Context: an optimization exercise on an open-source flow, tuned for small area, a short achievable clock period and few clock cycles per item. The choices shown serve that exercise and are no tape-out recipe.
The RTL was checked by simulation tests, not by an equivalence proof against the original design.
Power is estimated from default activity; no workload was simulated.

## deque_top
module deque_top (
	input  logic        clk,
	input  logic        arst_n,
	input  logic        req_valid,
	output logic        req_ready,
	input  logic [2:0]  req_cmd,
	input  logic [31:0] req_value,
	output logic        rsp_valid,
	input  logic        rsp_ready,
	output logic [1:0]  rsp_status,
	output logic [31:0] rsp_popped,
	output logic [31:0] rsp_front,
	output logic [31:0] rsp_rear,
	output logic [4:0]  rsp_occupancy,
	output logic        rsp_empty,
	output logic        rsp_full
);
Size: ~150 I/O pins, ~22000 µm² of cells after synthesis.
export LEC_CHECK = 0
export CAP_MARGIN = 20
export CORE_MARGIN = 2
export CORE_UTILIZATION = 45
export CTS_BUF_LIST = sky130_fd_sc_hd__clkbuf_8
export SETUP_SLACK_MARGIN = 2.5
export SLEW_MARGIN = 20
export TNS_END_PERCENT = 3
create_clock -name core_clock -period 5.0 [get_ports {clk}]
standard.sh (not shown) runs the stock make flow with config.mk's settings and CLKGATE_MAP_FILE= SYNTH_SCRIPT=/design/flow/synth_recipe.tcl, a recipe that flattens the netlist after the stock synthesis.
==> flow/flow/run.sh <==
#!/bin/bash
# Layout flow: the standard ORFS flow, with plain buf_2 cells as the
# port buffers instead of the delay cells buffer_ports picks by itself.
set -euo pipefail
cd "$(dirname "$0")/.."
export BUFFER_PORTS_ARGS="-buffer_cell sky130_fd_sc_hd__buf_2"
bash standard.sh finish > flow_standard.log 2>&1
Testbench counts at the start, summed over its fixed seeds: cycles 48,008, commands 48,000.
Rerun with:
--- a/flow/config.mk
+++ b/flow/config.mk
@@ -11 +10,0 @@
-export CTS_BUF_LIST = sky130_fd_sc_hd__clkbuf_8
@@ -14 +13 @@
-export TNS_END_PERCENT = 3
+export TNS_END_PERCENT = 0
Result:
- cell count falls by a few percent
- clock skew increases by 0.0063 ns
- routed wire length came out lower by a little under a tenth
Rerun with:
--- a/flow/config.mk
+++ b/flow/config.mk
@@ -10,0 +11 @@
+export CTS_BUF_LIST = sky130_fd_sc_hd__clkbuf_8
@@ -13 +14 @@
-export TNS_END_PERCENT = 0
+export TNS_END_PERCENT = 10
After rerunning: Cell area stays flat; synthesized area does not change; via count increases by a few percent; clock-buffer cell count increases by 19; hold slack loses 0.081 ns; setup slack gains 0.14 ns; maximum frequency increases by a few percent; non-clock buffer count increases by 9; critical path depth decreases by 2.

---

Another version of the RTL of deque_top (not shown whole).
Size: ~580 flip-flops, about 150 I/O pins, ~0.023 mm2 of cells after synthesis.
// deque_top
module deque_top (
	input  logic        clk,
	input  logic        arst_n,
	input  logic        req_valid,
	output logic        req_ready,
	input  logic [2:0]  req_cmd,
	input  logic [31:0] req_value,
	output logic        rsp_valid,
	input  logic        rsp_ready,
	output logic [1:0]  rsp_status,
	output logic [31:0] rsp_popped,
	output logic [31:0] rsp_front,
	output logic [31:0] rsp_rear,
	output logic [4:0]  rsp_occupancy,
	output logic        rsp_empty,
	output logic        rsp_full
);
Settings: LEC_CHECK=0, CAP_MARGIN=20, CORE_MARGIN=2, CORE_UTILIZATION=60, CTS_BUF_LIST=sky130_fd_sc_hd__clkbuf_8, SETUP_SLACK_MARGIN=2.5, SLEW_MARGIN=20, TNS_END_PERCENT=10; clock period 5.0 ns.
Scripts as last shown in full above: flow/flow/run.sh
The starting point finished clean.
Testbench counts at the start, summed over its fixed seeds: cycles 48,008, commands 48,000.
Change:
--- a/flow/config.mk
+++ b/flow/config.mk
@@ -8,7 +8,7 @@
 export CAP_MARGIN = 20
 export CORE_MARGIN = 2
-export CORE_UTILIZATION = 60
+export CORE_UTILIZATION = 65
 export CTS_BUF_LIST = sky130_fd_sc_hd__clkbuf_8
-export SETUP_SLACK_MARGIN = 2.5
+export SETUP_SLACK_MARGIN = 2.8
 export SLEW_MARGIN = 20
-export TNS_END_PERCENT = 10
+export TNS_END_PERCENT = 3
The changed run ran to the end with no violations; clock skew is about the same; setup slack improves by 0.24 ns; via count increases by a few percent; count of clock-buffer cells in the layout went down by 5; total power went up by a little under a tenth; sequential cell count stays the same; synthesized cell count stays the same; routed wire length increases by a little under a tenth; non-clock buffer count goes up by 52.
Change:
--- a/flow/config.mk
+++ b/flow/config.mk
@@ -8,7 +8,7 @@
 export CAP_MARGIN = 20
 export CORE_MARGIN = 2
-export CORE_UTILIZATION = 65
+export CORE_UTILIZATION = 70
 export CTS_BUF_LIST = sky130_fd_sc_hd__clkbuf_8
-export SETUP_SLACK_MARGIN = 2.8
+export SETUP_SLACK_MARGIN = 2.7
 export SLEW_MARGIN = 20
 export TNS_END_PERCENT = 3
Total power fell by 1.4%.
Utilization rose by 5.5 points.
Setup slack gets worse by 0.080 ns.
Clock-buffer cell count goes down by 1.
Clock power came out higher by about 2%.
Routed wire length fell by 5.4%.
Final area went down by about 1.2%.
Via count came out lower by about 0.8%.
Maximum frequency fell by 3.3%.
Die area is lower by about 7%.
Change:
--- a/flow/config.mk
+++ b/flow/config.mk
@@ -10,5 +10,5 @@
 export CORE_UTILIZATION = 70
 export CTS_BUF_LIST = sky130_fd_sc_hd__clkbuf_8
-export SETUP_SLACK_MARGIN = 2.7
+export SETUP_SLACK_MARGIN = 2.9
 export SLEW_MARGIN = 20
-export TNS_END_PERCENT = 3
+export TNS_END_PERCENT = 10
Outcome: Core utilization rises by 2.3 points. Sequential power rises by about 0.5%. Critical path depth falls by 6. Wire length rises by about 7%. Fmax rises by about 3.3%. Hold slack gets better by 0.026 ns. Worst setup slack gets better by 0.078 ns.

-- port drivers added, routing unchanged --
In the flow no input, the clock included, has a driving cell. The finished layouts below were timed again as built, in two steps.
Step 1 (the two cells are an assumption about what drives the block):
set clk [get_ports {clk}]
set_driving_cell -lib_cell sky130_fd_sc_hd__clkbuf_16 $clk
set_driving_cell -lib_cell sky130_fd_sc_hd__buf_2 [delete_from_list [all_inputs] $clk]
Step 2 moves the port delays by t, midway between the first and last clock arrival at a register: inputs arrive t later, outputs are due t later. That takes back most of the time a late clock gives input paths.
a / b / c = no drivers / after step 1 / after step 2; a / b = the first two.
| run | t (ns) | setup WS [ns] | hold WS [ns] | clock arrival spread, ns | worst data-port slew with drivers (ns) |
|---|---|---|---|---|---|
| the first run of note 1 | 0.724 | 2.323 / 2.323 / 1.621 | 0.251 / 0.220 / 0.534 | 0.031 / 0.031 | 0.06 |
| the second run of note 1 | 0.654 | 2.133 / 2.142 / 1.497 | 0.348 / 0.311 / 0.527 | 0.030 / 0.030 | 0.04 |
| the third run of note 1 | 0.708 | 2.274 / 2.269 / 1.583 | 0.268 / 0.234 / 0.556 | 0.027 / 0.026 | 0.06 |
| the first run of note 2 | 0.701 | 2.402 / 2.428 / 1.727 | 0.473 / 0.446 / 0.505 | 0.026 / 0.026 | 0.06 |
| the second run of note 2 | 0.694 | 2.646 / 2.512 / 1.818 | 0.483 / 0.456 / 0.507 | 0.027 / 0.027 | 0.24 |
| the third run of note 2 | 0.695 | 2.566 / 2.566 / 1.974 | 0.474 / 0.449 / 0.493 | 0.023 / 0.024 | 0.07 |
| the fourth run of note 2 | 0.679 | 2.644 / 2.544 / 1.865 | 0.499 / 0.472 / 0.552 | 0.034 / 0.034 | 0.27 |
After both steps every run listed still meets setup and hold. For the second run of note 2, which loses most, drivers alone change the setup slack by -0.134 ns; drivers and shift together by -0.828 ns.
